Background: an optimization exercise with open tools, aiming at small area and a short achievable clock period. Do not read the settings as production practice. Only simulation tests tie the RTL to the original design; equivalence was not proved. Power and IR drop assume default switching activity.

==> module header_builder, before the edit <==
module header_builder (
	input  logic        clk,
	input  logic        ctrl_load,
	input  logic        ctrl_advance,
	input  logic [12:0] hdr_sel,
	input  logic [47:0] mac_dst_addr,
	input  logic [47:0] mac_src_addr,
	input  logic [7:0]  ip_dsf,
	input  logic [15:0] ip_id,
	input  logic [2:0]  ip_flags,
	input  logic [12:0] ip_frag_offset,
	input  logic [7:0]  ip_ttl,
	input  logic [31:0] ip_src_addr,
	input  logic [31:0] ip_dst_addr,
	input  logic [15:0] tcp_src_port,
	input  logic [15:0] tcp_dst_port,
	input  logic [31:0] tcp_seq_num,
	input  logic [31:0] tcp_ack_num,
	input  logic [5:0]  tcp_flags,
	input  logic [15:0] tcp_window,
	input  logic [15:0] payload_len,
	input  logic [15:0] payload_sum,
	input  logic [15:0] carry,
	output logic [10:0] ip_total,
	output logic [15:0] hdr_hi,
	output logic [15:0] hdr_lo
);
	localparam logic [15:0] ETHERTYPE = 16'h0800;
	localparam logic [7:0]  IP_PROTO  = 8'd6;
	localparam logic [15:0] TCP_LEN_ADJ = 16'hFFFF - 16'(20 + 20)
		+ 16'(20) + 16'(8'd6);
	logic [47:0] mac_dst_r;
	logic [47:0] mac_src_r;
	logic [7:0]  ip_dsf_r;
	logic [15:0] ip_id_r;
	logic [2:0]  ip_flags_r;
	logic [12:0] ip_frag_r;
	logic [7:0]  ip_ttl_r;
	logic [31:0] ip_src_r;
	logic [31:0] ip_dst_r;
	logic [10:0] ip_total_r;
	logic [15:0] tcp_sport_r;
	logic [15:0] tcp_dport_r;
	logic [31:0] tcp_seq_r;
	logic [31:0] tcp_ack_r;
	logic [5:0]  tcp_flags_r;
	logic [15:0] tcp_window_r;
	logic [15:0] ip_acc;
	logic [15:0] tcp_acc;
	always_ff @(posedge clk) begin
		if (ctrl_load) begin
			mac_dst_r    <= mac_dst_addr;
			mac_src_r    <= mac_src_addr;
			ip_dsf_r     <= ip_dsf;
			ip_id_r      <= ip_id;
			ip_flags_r   <= ip_flags;
			ip_frag_r    <= ip_frag_offset;
			ip_ttl_r     <= ip_ttl;
			ip_src_r     <= ip_src_addr;
			ip_dst_r     <= ip_dst_addr;
			ip_total_r   <= 11'(payload_len + 16'(20 + 20));
			tcp_sport_r  <= tcp_src_port;
			tcp_dport_r  <= tcp_dst_port;
			tcp_seq_r    <= tcp_seq_num;
			tcp_ack_r    <= tcp_ack_num;
			tcp_flags_r  <= tcp_flags;
			tcp_window_r <= tcp_window;
		end
	end
	assign ip_total = ip_total_r;
	logic [15:0] part_hi, part_lo;
	always_comb begin
		part_hi = ({16{hdr_sel[4]}}  & {5'd0, ip_total_r})
		        | ({16{hdr_sel[5]}}  & {ip_flags_r, ip_frag_r})
		        | ({16{hdr_sel[7]}}  & ip_src_r[15:0])
		        | ({16{hdr_sel[8]}}  & ip_dst_r[15:0])
		        | ({16{hdr_sel[9]}}  & tcp_dport_r)
		        | ({16{hdr_sel[10]}} & tcp_seq_r[15:0])
		        | ({16{hdr_sel[11]}} & tcp_ack_r[15:0]);
		part_lo = ({16{hdr_sel[4]}}  & ip_id_r)
		        | ({16{hdr_sel[5]}}  & {ip_ttl_r, IP_PROTO})
		        | ({16{hdr_sel[6]}}  & ip_src_r[31:16])
		        | ({16{hdr_sel[7]}}  & ip_dst_r[31:16])
		        | ({16{hdr_sel[8]}}  & tcp_sport_r)
		        | ({16{hdr_sel[9]}}  & tcp_seq_r[31:16])
		        | ({16{hdr_sel[10]}} & tcp_ack_r[31:16])
		        | ({16{hdr_sel[11]}} & {4'd5, 6'd0, tcp_flags_r});
		hdr_hi = part_hi
		       | ({16{hdr_sel[0]}}  & mac_dst_r[47:32])
		       | ({16{hdr_sel[1]}}  & mac_dst_r[15:0])
		       | ({16{hdr_sel[2]}}  & mac_src_r[31:16])
		       | ({16{hdr_sel[3]}}  & ETHERTYPE)
		       | ({16{hdr_sel[6]}}  & ~ip_acc)
		       | ({16{hdr_sel[12]}} & tcp_window_r);
		hdr_lo = part_lo
		       | ({16{hdr_sel[0]}}  & mac_dst_r[31:16])
		       | ({16{hdr_sel[1]}}  & mac_src_r[47:32])
		       | ({16{hdr_sel[2]}}  & mac_src_r[15:0])
		       | ({16{hdr_sel[3]}}  & {8'h45, ip_dsf_r})
		       | ({16{hdr_sel[12]}} & ~tcp_acc);
	end
	function automatic logic [15:0] oc_add3(input logic [15:0] x, input logic [15:0] y,
	                                        input logic [15:0] z);
		logic [15:0] s, c, g, p, gg, pp, gn, pn, r;
		s = x ^ y ^ z;
		c = (x & y) | (x & z) | (y & z);
		c = {c[14:0], c[15]};
		g = s & c;
		p = s ^ c;
		gg = g;
		pp = p;
		for (int lv = 0; lv < 4; lv++) begin
			gn = gg;
			pn = pp;
			for (int i = 0; i < 16; i++) begin
				if (i >= (1 << lv)) begin
					gn[i] = gg[i] | (pp[i] & gg[i - (1 << lv)]);
					pn[i] = pp[i] & pp[i - (1 << lv)];
				end
			end
			gg = gn;
			pp = pn;
		end
		r[0] = p[0] ^ gg[15];
		for (int i = 1; i < 16; i++)
			r[i] = p[i] ^ (gg[i-1] | (pp[i-1] & gg[15]));
		oc_add3 = r;
	endfunction
	logic        ip_slot;
	logic        tcp_slot;
	logic [15:0] sum_acc, sum_a, sum_b, sum_r;
	assign ip_slot  = hdr_sel[0] | hdr_sel[1] | hdr_sel[4] | hdr_sel[5];
	assign tcp_slot = hdr_sel[2] | hdr_sel[3] | (|hdr_sel[11:6]);
	assign sum_acc = ip_slot ? ip_acc : tcp_acc;
	assign sum_a = ({16{hdr_sel[0]}} & ip_src_r[31:16])
	             | ({16{hdr_sel[1]}} & ip_dst_r[31:16])
	             | ({16{hdr_sel[2]}} & tcp_window_r)
	             | ({16{hdr_sel[3]}} & {5'd0, ip_total_r})
	             | part_hi;
	assign sum_b = ({16{hdr_sel[0]}} & ip_src_r[15:0])
	             | ({16{hdr_sel[1]}} & ip_dst_r[15:0])
	             | ({16{hdr_sel[2]}} & carry)
	             | ({16{hdr_sel[3]}} & TCP_LEN_ADJ)
	             | part_lo;
	assign sum_r = oc_add3(sum_acc, sum_a, sum_b);
	always_ff @(posedge clk) begin
		if (ctrl_load)
			ip_acc <= {8'h45, ip_dsf};
		else if (ctrl_advance && ip_slot)
			ip_acc <= sum_r;
	end
	always_ff @(posedge clk) begin
		if (ctrl_load)
			tcp_acc <= payload_sum;
		else if (ctrl_advance && tcp_slot)
			tcp_acc <= sum_r;
	end
endmodule
clock: 10.0 ns
lec_check: 0
cap_margin: 20
core_margin: 2
core_utilization: 50
place_density: 0.7
setup_slack_margin: 5
slew_margin: 20
standard.sh (not shown) runs the stock make flow with config.mk's settings and CLKGATE_MAP_FILE= SYNTH_SCRIPT=/design/flow/synth_recipe.tcl, a recipe that flattens the netlist after the stock synthesis.
==> flow/flow/run.sh <==
#!/bin/bash
# Standard layout (standard.sh), with the port buffers made from the smallest
# buffer cell and larger clock-tree leaf clusters.
set -euo pipefail
export BUFFER_PORTS_ARGS="-buffer_cell sky130_fd_sc_hd__buf_1"
export CTS_ARGS="-sink_clustering_enable -repair_clock_nets -buf_list sky130_fd_sc_hd__clkbuf_16 -sink_clustering_size 25 -sink_clustering_max_diameter 100"
bash standard.sh > standard_flow.log 2>&1
Then changed:
--- a/flow/design.v
+++ b/flow/design.v
@@ -134,37 +134,34 @@
 			tcp_window_r <= tcp_window;
 		end
 	end
 	assign ip_total = ip_total_r;
-	logic [15:0] part_hi, part_lo;
 	always_comb begin
-		part_hi = ({16{hdr_sel[4]}}  & {5'd0, ip_total_r})
-		        | ({16{hdr_sel[5]}}  & {ip_flags_r, ip_frag_r})
-		        | ({16{hdr_sel[7]}}  & ip_src_r[15:0])
-		        | ({16{hdr_sel[8]}}  & ip_dst_r[15:0])
-		        | ({16{hdr_sel[9]}}  & tcp_dport_r)
-		        | ({16{hdr_sel[10]}} & tcp_seq_r[15:0])
-		        | ({16{hdr_sel[11]}} & tcp_ack_r[15:0]);
-		part_lo = ({16{hdr_sel[4]}}  & ip_id_r)
-		        | ({16{hdr_sel[5]}}  & {ip_ttl_r, IP_PROTO})
-		        | ({16{hdr_sel[6]}}  & ip_src_r[31:16])
-		        | ({16{hdr_sel[7]}}  & ip_dst_r[31:16])
-		        | ({16{hdr_sel[8]}}  & tcp_sport_r)
-		        | ({16{hdr_sel[9]}}  & tcp_seq_r[31:16])
-		        | ({16{hdr_sel[10]}} & tcp_ack_r[31:16])
-		        | ({16{hdr_sel[11]}} & {4'd5, 6'd0, tcp_flags_r});
-		hdr_hi = part_hi
-		       | ({16{hdr_sel[0]}}  & mac_dst_r[47:32])
+		hdr_hi = ({16{hdr_sel[0]}}  & mac_dst_r[47:32])
 		       | ({16{hdr_sel[1]}}  & mac_dst_r[15:0])
 		       | ({16{hdr_sel[2]}}  & mac_src_r[31:16])
 		       | ({16{hdr_sel[3]}}  & ETHERTYPE)
+		       | ({16{hdr_sel[4]}}  & {5'd0, ip_total_r})
+		       | ({16{hdr_sel[5]}}  & {ip_flags_r, ip_frag_r})
 		       | ({16{hdr_sel[6]}}  & ~ip_acc)
+		       | ({16{hdr_sel[7]}}  & ip_src_r[15:0])
+		       | ({16{hdr_sel[8]}}  & ip_dst_r[15:0])
+		       | ({16{hdr_sel[9]}}  & tcp_dport_r)
+		       | ({16{hdr_sel[10]}} & tcp_seq_r[15:0])
+		       | ({16{hdr_sel[11]}} & tcp_ack_r[15:0])
 		       | ({16{hdr_sel[12]}} & tcp_window_r);
-		hdr_lo = part_lo
-		       | ({16{hdr_sel[0]}}  & mac_dst_r[31:16])
+		hdr_lo = ({16{hdr_sel[0]}}  & mac_dst_r[31:16])
 		       | ({16{hdr_sel[1]}}  & mac_src_r[47:32])
 		       | ({16{hdr_sel[2]}}  & mac_src_r[15:0])
 		       | ({16{hdr_sel[3]}}  & {8'h45, ip_dsf_r})
+		       | ({16{hdr_sel[4]}}  & ip_id_r)
+		       | ({16{hdr_sel[5]}}  & {ip_ttl_r, IP_PROTO})
+		       | ({16{hdr_sel[6]}}  & ip_src_r[31:16])
+		       | ({16{hdr_sel[7]}}  & ip_dst_r[31:16])
+		       | ({16{hdr_sel[8]}}  & tcp_sport_r)
+		       | ({16{hdr_sel[9]}}  & tcp_seq_r[31:16])
+		       | ({16{hdr_sel[10]}} & tcp_ack_r[31:16])
+		       | ({16{hdr_sel[11]}} & {4'd5, 6'd0, tcp_flags_r})
 		       | ({16{hdr_sel[12]}} & ~tcp_acc);
 	end
 	function automatic logic [15:0] oc_add3(input logic [15:0] x, input logic [15:0] y,
 	                                        input logic [15:0] z);
@@ -202,14 +199,14 @@
 	assign sum_a = ({16{hdr_sel[0]}} & ip_src_r[31:16])
 	             | ({16{hdr_sel[1]}} & ip_dst_r[31:16])
 	             | ({16{hdr_sel[2]}} & tcp_window_r)
 	             | ({16{hdr_sel[3]}} & {5'd0, ip_total_r})
-	             | part_hi;
+	             | ({16{hdr_sel[4] | hdr_sel[5] | (|hdr_sel[11:7])}} & hdr_hi);
 	assign sum_b = ({16{hdr_sel[0]}} & ip_src_r[15:0])
 	             | ({16{hdr_sel[1]}} & ip_dst_r[15:0])
 	             | ({16{hdr_sel[2]}} & carry)
 	             | ({16{hdr_sel[3]}} & TCP_LEN_ADJ)
-	             | part_lo;
+	             | ({16{hdr_sel[4] | hdr_sel[5] | (|hdr_sel[11:6])}} & hdr_lo);
 	assign sum_r = oc_add3(sum_acc, sum_a, sum_b);
 	always_ff @(posedge clk) begin
 		if (ctrl_load)
 			ip_acc <= {8'h45, ip_dsf};
Outcome: Worst setup slack gets better by 320 ps. Combinational power fell by roughly a tenth. Design area came out higher by a few percent. Global-route usage is higher by 2.1 points. Sequential share of layout area is lower by 1.9 points. Synthesized cell count went up by a few percent.

separate check: timing with driven ports:
How much do the figures lean on ideal ports? The routed layouts below were timed once more, with nothing changed but the port constraints. Step 1, drivers: a clkbuf_16 drives clk and a buf_2 each remaining input, both assumed. Step 2 moves the port delays by t, midway between the first and last clock arrival at a register: inputs arrive t later, outputs are due t later. That takes back most of the time a late clock gives input paths. a / b / c = ideal ports / drivers / drivers and shift; a / b = the first two.
| run | shift t [ns] | slack for setup (ns) | latest minus earliest clock arrival (ns) | worst register clock-pin slew, ns | cell pins on the clock port's net |
|---|---|---|---|---|---|
| the first run | 0.601 | 4.846 / 4.824 / 4.824 | 0.029 / 0.030 | 0.12 / 0.12 | 1 |
| the second run | 0.603 | 5.168 / 5.168 / 4.831 | 0.020 / 0.019 | 0.10 / 0.10 | 1 |
After both steps setup and hold are still met in every run listed. The setup slack of the second run, which loses most, moves by 0.000 ns with the drivers and by -0.337 ns with both steps.
